Context: an optimization exercise on an open-source flow, tuned for small area. The choices shown serve that exercise and are no tape-out recipe. Only simulation tests tie the RTL to the original design; equivalence was not proved.

`flow/config.mk`:
```
export PLATFORM = sky130hd
export DESIGN_NAME = alu_datapath
export DESIGN_NICKNAME = alu_datapath
export VERILOG_FILES = /design/flow/design.v
export SDC_FILE = /design/flow/constraint.sdc
export NUM_CORES = 8
export LEC_CHECK = 0
export CAP_MARGIN = 20
export CORE_MARGIN = 2
export CORE_UTILIZATION = 40
export SLEW_MARGIN = 20
```
`flow/constraint.sdc`:
```
create_clock -name core_clock -period 13.0 [get_ports {clock}]
set_input_delay 2.6000 -clock core_clock [delete_from_list [all_inputs] [get_ports {clock}]]
set_output_delay 2.6000 -clock core_clock [all_outputs]
set_load 0.01 [all_outputs]
```
`flow/design.v`:
```
`default_nettype none
package alu_types_pkg;
	typedef logic [32-1:0] word_t;
	typedef logic [2*32-1:0] dword_t;
	typedef enum logic [3:0] {
		OP_AND  = 4'd0,
		OP_OR   = 4'd1,
		OP_NEG  = 4'd2,
		OP_NOT  = 4'd3,
		OP_ADD  = 4'd4,
		OP_SUB  = 4'd5,
		OP_MUL  = 4'd6,
		OP_DIV  = 4'd7,
		OP_SHR  = 4'd8,
		OP_SHRA = 4'd9,
		OP_SHL  = 4'd10,
		OP_ROR  = 4'd11,
		OP_ROL  = 4'd12
	} alu_op_t;
	typedef struct packed {
		alu_op_t op;
		word_t   y;
		word_t   b;
	} operand_s;
endpackage
`default_nettype wire
`default_nettype none
package alu_ctrl_pkg;
	typedef enum logic [1:0] {
		DIV_IDLE,
		DIV_PREP,
		DIV_ITER,
		DIV_FIX
	} div_state_t;
	typedef struct packed {
		logic [32-1:0] hi;
		logic [32-1:0] lo;
	} result_s;
endpackage
`default_nettype wire
`timescale 1ns/1ps
`default_nettype none
module operand_stage (
	input  wire                          clock,
	input  wire                          rst_n,
	input  wire alu_types_pkg::word_t    bus,
	input  wire                          y_in,
	input  wire                          start,
	input  wire alu_types_pkg::alu_op_t  op,
	input  wire                          busy,
	output alu_types_pkg::operand_s      opnd,
	output logic                         opnd_valid
);
	alu_types_pkg::word_t y_q;
	logic take;
	assign take = start && !busy;
	always_ff @(posedge clock or negedge rst_n) begin
		if (!rst_n) begin
			y_q <= '0;
		end else if (y_in) begin
			y_q <= bus;
		end
	end
	always_ff @(posedge clock or negedge rst_n) begin
		if (!rst_n) begin
			opnd_valid <= 1'b0;
		end else begin
			opnd_valid <= take;
		end
	end
	always_ff @(posedge clock) begin
		if (take) begin
			opnd.op <= op;
			opnd.y  <= y_q;
			opnd.b  <= bus;
		end
	end
endmodule
`default_nettype wire
`timescale 1ns/1ps
`default_nettype none
module bit_pair_multiplier (
	input  wire alu_types_pkg::word_t  y,
	input  wire alu_types_pkg::word_t  b,
	output alu_types_pkg::dword_t      product
);
	localparam int DIGITS = 32 / 2;
	logic [32:0] b_ext;
	alu_types_pkg::dword_t y_ext;
	alu_types_pkg::dword_t y_ext2;
	logic [2:0] group [DIGITS];
	alu_types_pkg::dword_t pp [DIGITS];
	assign b_ext = {b, 1'b0};
	assign y_ext  = {{32{y[32-1]}}, y};
	assign y_ext2 = y_ext << 1;
	for (genvar g = 0; g < DIGITS; g++) begin : g_recode
		assign group[g] = b_ext[2*g+2 -: 3];
	end
	always_comb begin
		for (int i = 0; i < DIGITS; i++) begin
			case (group[i])
				3'b001, 3'b010: pp[i] = y_ext;
				3'b011:         pp[i] = y_ext2;
				3'b100:         pp[i] = -y_ext2;
				3'b101, 3'b110: pp[i] = -y_ext;
				default:        pp[i] = '0;
			endcase
		end
	end
	always_comb begin
		product = '0;
		for (int i = 0; i < DIGITS; i++) begin
			product = product + (pp[i] << (2 * i));
		end
	end
endmodule
`default_nettype wire
`timescale 1ns/1ps
`default_nettype none
module nonrestoring_divider (
	input  wire                        clock,
	input  wire                        rst_n,
	input  wire                        go,
	input  wire alu_types_pkg::word_t  dividend,
	input  wire alu_types_pkg::word_t  divisor,
	output alu_types_pkg::word_t       quotient,
	output alu_types_pkg::word_t       remainder,
	output logic                       fin
);
	localparam int W = 32;
	localparam int CNT_W = $clog2(32);
	alu_ctrl_pkg::div_state_t state;
	logic [CNT_W-1:0] count;
	alu_types_pkg::word_t a_q;
	alu_types_pkg::word_t b_q;
	alu_types_pkg::word_t a_mag;
	alu_types_pkg::word_t b_mag;
	alu_types_pkg::word_t q_q;
	logic [W:0] d_q;
	logic [W:0] r_q;
	logic [W:0] r_shift;
	logic [W:0] r_step;
	logic [W:0] r_fix;
	logic neg_q;
	logic neg_r;
	logic by_zero;
	assign a_mag = a_q[W-1] ? -a_q : a_q;
	assign b_mag = b_q[W-1] ? -b_q : b_q;
	assign r_shift = {r_q[W-1:0], q_q[W-1]};
	assign r_step  = r_q[W] ? r_shift + d_q : r_shift - d_q;
	assign r_fix = r_q[W] ? r_q + d_q : r_q;
	always_ff @(posedge clock or negedge rst_n) begin
		if (!rst_n) begin
			state <= alu_ctrl_pkg::DIV_IDLE;
			count <= '0;
		end else begin
			case (state)
				alu_ctrl_pkg::DIV_IDLE: begin
					if (go) begin
						state <= alu_ctrl_pkg::DIV_PREP;
					end
				end
				alu_ctrl_pkg::DIV_PREP: begin
					state <= alu_ctrl_pkg::DIV_ITER;
					count <= '0;
				end
				alu_ctrl_pkg::DIV_ITER: begin
					count <= count + 1'b1;
					if (count == CNT_W'(32 - 1)) begin
						state <= alu_ctrl_pkg::DIV_FIX;
					end
				end
				default: state <= alu_ctrl_pkg::DIV_IDLE;
			endcase
		end
	end
	always_ff @(posedge clock) begin
		case (state)
			alu_ctrl_pkg::DIV_IDLE: begin
				if (go) begin
					a_q <= dividend;
					b_q <= divisor;
				end
			end
			alu_ctrl_pkg::DIV_PREP: begin
				q_q     <= a_mag;
				d_q     <= {1'b0, b_mag};
				r_q     <= '0;
				neg_q   <= a_q[W-1] ^ b_q[W-1];
				neg_r   <= a_q[W-1];
				by_zero <= (b_q == '0);
			end
			alu_ctrl_pkg::DIV_ITER: begin
				r_q <= r_step;
				q_q <= {q_q[W-2:0], ~r_step[W]};
			end
			default: begin
			end
		endcase
	end
	assign quotient  = by_zero ? '1 : (neg_q ? -q_q : q_q);
	assign remainder = by_zero ? a_q : (neg_r ? -r_fix[W-1:0] : r_fix[W-1:0]);
	assign fin = (state == alu_ctrl_pkg::DIV_FIX);
endmodule
`default_nettype wire
`timescale 1ns/1ps
`default_nettype none
module alu (
	input  wire                            clock,
	input  wire                            rst_n,
	input  wire alu_types_pkg::operand_s   opnd,
	input  wire                            opnd_valid,
	output alu_ctrl_pkg::result_s          res,
	output logic                           res_valid,
	output logic                           busy
);
	logic [5-1:0] shamt;
	alu_types_pkg::dword_t product;
	alu_types_pkg::word_t quotient;
	alu_types_pkg::word_t remainder;
	logic is_div;
	logic div_go;
	logic div_fin;
	logic div_pending;
	function automatic alu_types_pkg::word_t logic_unit(
		input alu_types_pkg::alu_op_t op,
		input alu_types_pkg::word_t   y,
		input alu_types_pkg::word_t   b
	);
		case (op)
			alu_types_pkg::OP_AND: logic_unit = y & b;
			alu_types_pkg::OP_OR:  logic_unit = y | b;
			alu_types_pkg::OP_NEG: logic_unit = -y;
			alu_types_pkg::OP_NOT: logic_unit = ~y;
			default:               logic_unit = '0;
		endcase
	endfunction
	function automatic alu_types_pkg::word_t add_sub(
		input alu_types_pkg::word_t a,
		input alu_types_pkg::word_t b,
		input logic                 sub
	);
		alu_types_pkg::word_t bx;
		bx = sub ? ~b : b;
		add_sub = a + bx + {{(32-1){1'b0}}, sub};
	endfunction
	function automatic alu_types_pkg::word_t shift_rot(
		input alu_types_pkg::alu_op_t op,
		input alu_types_pkg::word_t   y,
		input logic [5-1:0]    sh
	);
		alu_types_pkg::dword_t dbl;
		alu_types_pkg::dword_t right;
		alu_types_pkg::dword_t left;
		dbl   = {y, y};
		right = dbl >> sh;
		left  = dbl << sh;
		case (op)
			alu_types_pkg::OP_SHR:  shift_rot = y >> sh;
			alu_types_pkg::OP_SHRA: shift_rot = $signed(y) >>> sh;
			alu_types_pkg::OP_SHL:  shift_rot = y << sh;
			alu_types_pkg::OP_ROR:  shift_rot = right[32-1:0];
			alu_types_pkg::OP_ROL:  shift_rot = left[2*32-1:32];
			default:                shift_rot = '0;
		endcase
	endfunction
	assign shamt = opnd.b[5-1:0];
	bit_pair_multiplier u_mul (
		.y       (opnd.y),
		.b       (opnd.b),
		.product (product)
	);
	nonrestoring_divider u_div (
		.clock     (clock),
		.rst_n     (rst_n),
		.go        (div_go),
		.dividend  (opnd.y),
		.divisor   (opnd.b),
		.quotient  (quotient),
		.remainder (remainder),
		.fin       (div_fin)
	);
	always_comb begin
		res = '0;
		if (div_fin) begin
			res.hi = remainder;
			res.lo = quotient;
		end else begin
			case (opnd.op)
				alu_types_pkg::OP_AND, alu_types_pkg::OP_OR,
				alu_types_pkg::OP_NEG, alu_types_pkg::OP_NOT:
					res.lo = logic_unit(opnd.op, opnd.y, opnd.b);
				alu_types_pkg::OP_ADD: res.lo = add_sub(opnd.y, opnd.b, 1'b0);
				alu_types_pkg::OP_SUB: res.lo = add_sub(opnd.y, opnd.b, 1'b1);
				alu_types_pkg::OP_MUL: res = alu_ctrl_pkg::result_s'(product);
				alu_types_pkg::OP_SHR, alu_types_pkg::OP_SHRA, alu_types_pkg::OP_SHL,
				alu_types_pkg::OP_ROR, alu_types_pkg::OP_ROL:
					res.lo = shift_rot(opnd.op, opnd.y, shamt);
				default: res = '0;
			endcase
		end
	end
	assign is_div    = (opnd.op == alu_types_pkg::OP_DIV);
	assign div_go    = opnd_valid && is_div;
	assign res_valid = (opnd_valid && !is_div) || div_fin;
	assign busy      = opnd_valid || div_pending;
	always_ff @(posedge clock or negedge rst_n) begin
		if (!rst_n) begin
			div_pending <= 1'b0;
		end else if (div_go) begin
			div_pending <= 1'b1;
		end else if (div_fin) begin
			div_pending <= 1'b0;
		end
	end
endmodule
`default_nettype wire
`timescale 1ns/1ps
`default_nettype none
module z_register (
	input  wire                          clock,
	input  wire                          rst_n,
	input  wire alu_ctrl_pkg::result_s   res,
	input  wire                          res_valid,
	output alu_types_pkg::word_t         z_hi,
	output alu_types_pkg::word_t         z_lo,
	output logic                         done
);
	alu_ctrl_pkg::result_s z_q;
	always_ff @(posedge clock or negedge rst_n) begin
		if (!rst_n) begin
			z_q  <= '0;
			done <= 1'b0;
		end else begin
			done <= res_valid;
			if (res_valid) begin
				z_q <= res;
			end
		end
	end
	assign z_hi = z_q.hi;
	assign z_lo = z_q.lo;
endmodule
`default_nettype wire
`timescale 1ns/1ps
`default_nettype none
module alu_datapath (
	input  wire                          clock,
	input  wire                          rst_n,
	input  wire alu_types_pkg::word_t    bus,
	input  wire                          y_in,
	input  wire                          start,
	input  wire alu_types_pkg::alu_op_t  op,
	output alu_types_pkg::word_t         z_hi,
	output alu_types_pkg::word_t         z_lo,
	output logic                         done,
	output logic                         busy
);
	alu_types_pkg::operand_s opnd;
	logic opnd_valid;
	alu_ctrl_pkg::result_s res;
	logic res_valid;
	operand_stage u_opnd (
		.clock      (clock),
		.rst_n      (rst_n),
		.bus        (bus),
		.y_in       (y_in),
		.start      (start),
		.op         (op),
		.busy       (busy),
		.opnd       (opnd),
		.opnd_valid (opnd_valid)
	);
	alu u_alu (
		.clock      (clock),
		.rst_n      (rst_n),
		.opnd       (opnd),
		.opnd_valid (opnd_valid),
		.res        (res),
		.res_valid  (res_valid),
		.busy       (busy)
	);
	z_register u_z (
		.clock     (clock),
		.rst_n     (rst_n),
		.res       (res),
		.res_valid (res_valid),
		.z_hi      (z_hi),
		.z_lo      (z_lo),
		.done      (done)
	);
endmodule
`default_nettype wire
```
`flow/run.sh`:
```
#!/bin/bash
# synth_recipe.tcl (not shown) runs the flow's synth.tcl, then flattens the netlist and writes it again
# the make line also repeats each setting of config.mk as NAME=value (left out here)
make -C /OpenROAD-flow-scripts/flow DESIGN_CONFIG=/design/flow/config.mk WORK_HOME=/design/flow/orfs CLKGATE_MAP_FILE= SYNTH_SCRIPT=/design/flow/synth_recipe.tcl finish
```
==> results_dict.tcl <==
set metrics [dict create \
    outcome "finished clean" \
    detail_route.vias_per_cell 7.049 \
    average_size_of_a_mapped_cell_um2 7.576 \
    ctsHoldBuffers 0 \
    timing.final.ws_setup_ps 706.6 \
    cts_tree "built" \
    final_layout_size_suffix_gt1_share_pct 8.415 \
    timing.fmax_mhz 81.34 \
    synth.lib_cells_used.distinct 105 \
    detail_route.iter0.violations 13480 \
    holdPathEnd "u_opnd.opnd[61]" \
    clkTransAtPathRegs_ps 80 \
    cts.sink_count 338 \
    layout_fillers 17970 \
    first_global_vias 75360 \
    reg2reg_setup_slack_ps 710 \
    min_path_type "reg2reg" \
    place_area_um2 76010 \
    syn-cell-area_um2 71510 \
    num_cts_buffers 39 \
    placement_rows 155 \
    cts_setup_buffers 0 \
    fin_setup_tns_ps 0 \
    drt-total-wl_um 445300 \
    clock_latency_of_the_later_clocked_register_in_the_worst_skew_pair_ps 620 \
    area_of_the_multi_input_gates_um2 56190 \
    yosysSeqAreaShare_pct 13.45 \
    coreArea_um2 178000 \
    cts-htree-levels 2 \
    worstReg2RegStart "u_opnd.opnd[34]" \
    timing.critical_path.from_type "register" \
    layout.nets 10110 \
    buffers_on_ports 105 \
    rr_endpoint "u_z.z_q[60]" \
    ff2ff_path_depth 33 \
    final_area_um2 77640 \
    die_area_um2 182200 \
    seqCellArea_um2 9619 \
    crit_required_ps 13470 \
    synth_cells 9439 \
    critical_path.endpoint_type "register" \
    overflow 0 \
    rsz0062_at_grt "false" \
    timing.final.crit_period_ps 12290 \
    dp.cells 11440 \
    cts_buffer_depth 3 \
    worst_hold_slack_after_final_layout_ps 444.0 \
    layout-area-overhead-vs-synth_pct 8.572 \
    post-dp-hpwl_um 326800 \
    synth.yosys.warnings 7 \
    ant_nets 0 \
    ys.flop_type "edfxtp_1" \
    die_x_um 426.8 \
    initial_core_util_pct 40.17 \
    drt_drc_violations_left 0 \
    final_core_util_pct 43.61 \
    holdPathStages 0 \
    critical_path_class "reg2reg" \
    critical-path-slowest-cell "nor2_1" \
    io_pins 106 \
    worst_hold_startpoint "u_opnd.y_q[29]" \
    worst-endpoint-arrival_ps 12770 \
    final_report_hold_violation_count 0 \
    timing.critical_path.mode_cell "fa_1" \
    synth-edff-count 232 \
    clockRootBuffer "clkbuf_16" \
    worst_path_largest_cell_delay_ps 790 \
    tightestPinTransition_ps 1386 \
    clock_skew_ps 25.05 \
    routed_wire_length_per_instance_um 38.59 \
    cap_violations 0 \
    synthesis.nets 10420 \
    worst_slew_margin_rel_pct 7.273 \
    place_ws_ps 765.2 \
    gp_congestion 1.112 \
    finalMaxSlewViolations 0 \
    ys_seq_elements 338 \
    post_cts.resized_instances 0 \
    finalCritPeriodShare_pct 94.56 \
    routed-via-count 81330 \
    setup_viol 0 \
    grt_start_max_net_pins 108 \
    grt_antenna_before_repair 33 \
    stdcell_count 11540 \
    drt_pass1_iterations 11 \
    path_max_fanout 21 \
    async_set_reset_flop_share_out_of_synthesis_pct 31.36 \
    die-height_um 426.8 \
    grt_pass1_wl_um 607200 \
    global_route.usage.total_pct 47.26 \
]
## kinds of logic (layout without fill, tap and decap cells)
| kind of cell | count (synthesis) | in the layout | share of synthesized area (%) |
|---|---|---|---|
| compound gates | 3158 | 3158 | 28.27 |
| xor+xnor | 582 | 582 | 7.128 |
| fa+ha+maj | 942 | 942 | 23.21 |
| buf+inv | 1685 | 1408 | 8.874 |
| flops | 338 | 338 | 13.45 |
| mux | 266 | 266 | 3.945 |
| other cells | 0 | 21 | 0 |
| simple gates | 2468 | 2468 | 15.13 |
## per-layer routing
metal	part of all wire [%]	global-route usage, %	wire [µm]
met3	16	22.03	71300
met1	37	58.83	163000
met4	8.7	31.95	38620
met2	39	64.15	171800
met5	0.13	1.243	564
## flip-flops by register name (all words and copies together) (netlist names)
signal	cells
u_opnd.opnd	68
u_z.z_q	64
u_alu.u_div.r_q	33
u_alu.u_div.a_q	32
u_alu.u_div.b_q	32
u_alu.u_div.d_q	32
u_alu.u_div.q_q	32
u_opnd.y_q	32
u_alu.u_div.count	5
u_alu.u_div.state	2
u_alu.div_pending	1
u_alu.u_div.by_zero	1
u_alu.u_div.neg_q	1
u_alu.u_div.neg_r	1
u_opnd.opnd_valid	1
u_z.done	1
## final cells by class
class                           instances  area share (%)
Tap cell                             2355           3.795
Clock inverter                         26          0.5801
Clock buffer                           46           1.317
Antenna cell                           21         0.06768
Inverter                              821           3.971
Sequential cell                       338           12.39
Timing Repair Buffer                  515           5.513
Multi-Input combinational cell       7416           72.37
## critical path, delay by kind of cell (launching register included)
kind            cells  cell delay, ps
compound gates     14            3650
xor+xnor            1             260
flops               1             400
fa+ha+maj           7            3420
buf+inv             6            1210
simple gates        5            3130
## cells in the final DEF (no fill, tap or decap), types with 74 or more instances in the layout
cell	count
nand2_1	968
o21ai_0	865
nor2_1	843
inv_1	783
a21oi_1	749
fa_1	641
xnor2_1	438
buf_4	396
ha_1	296
a221oi_1	235
edfxtp_1	232
mux2i_1	211
o22ai_1	191
a31oi_1	189
o211ai_1	144
nand3_1	127
xor2_1	117
dfrtp_1	106
a221o_1	103
clkdlybuf4s50_1	103
a21o_1	98
nand2b_1	74
## Yosys cell counts (all sizes together) (44+ instances only)
| cell | count | area, µm² |
|---|---|---|
| a211oi | 62 | 470.5 |
| a21o | 98 | 735.7 |
| a21oi | 750 | 3754 |
| a221o | 103 | 1031 |
| a221oi | 236 | 2067 |
| a22oi | 69 | 518.0 |
| a31oi | 193 | 1241 |
| and2 | 55 | 344.1 |
| buf | 144 | 561.8 |
| clkbuf | 720 | 2703 |
| dfrtp | 106 | 2653 |
| edfxtp | 232 | 6967 |
| fa | 641 | 12830 |
| ha | 300 | 3754 |
| inv | 805 | 3022 |
| mux2 | 47 | 529.3 |
| mux2i | 211 | 2112 |
| nand2 | 969 | 3637 |
| nand2b | 75 | 469.2 |
| nand3 | 128 | 645.6 |
| nor2 | 875 | 3284 |
| nor3 | 96 | 529.3 |
| o211ai | 146 | 1106 |
| o21ai | 876 | 4384 |
| o221ai | 61 | 540.5 |
| o22ai | 191 | 1195 |
| o31ai | 54 | 419.2 |
| or2 | 58 | 362.8 |
| or3 | 44 | 275.3 |
| xnor2 | 461 | 4038 |
| xor2 | 121 | 1060 |
## how the worst max path moves through the flow
stage	from	end	depth (start not counted)	slack [ps]
global route	u_opnd.opnd[34]	u_z.z_q[62]	33	570
CTS	u_opnd.opnd[34]	u_z.z_q[62]	32	680
detailed placement	u_opnd.opnd[34]	u_z.z_q[62]	32	770
floorplan	u_opnd.opnd[32]	u_z.z_q[60]	41	3170
finish	u_opnd.opnd[34]	u_z.z_q[60]	33	710
global placement	u_opnd.opnd[34]	u_z.z_q[60]	31	800

==> port drivers added, routing unchanged <==
The results above use ideal ports. As a check the final layout listed here was re-extracted and re-timed, cells and wires unchanged. Step 1: set_driving_cell puts a clkbuf_16 on clock and a buf_2 on each other input, an assumption about the parent block. Step 2 also shifts input and output timing later by t, the mid clock arrival at the registers, as if the neighbouring blocks saw the same clock. Three values: no drivers, after step 1, after step 2; two values: the first two.
shift t [ns]: 0.680
setup WS [ns]: 0.707 / 0.707 / 0.707
latest minus earliest clock arrival (ns): 0.026 / 0.027
After both steps setup and hold are still met in this run. For this run, drivers alone change the setup slack by 0.000 ns; drivers and shift together by 0.000 ns.
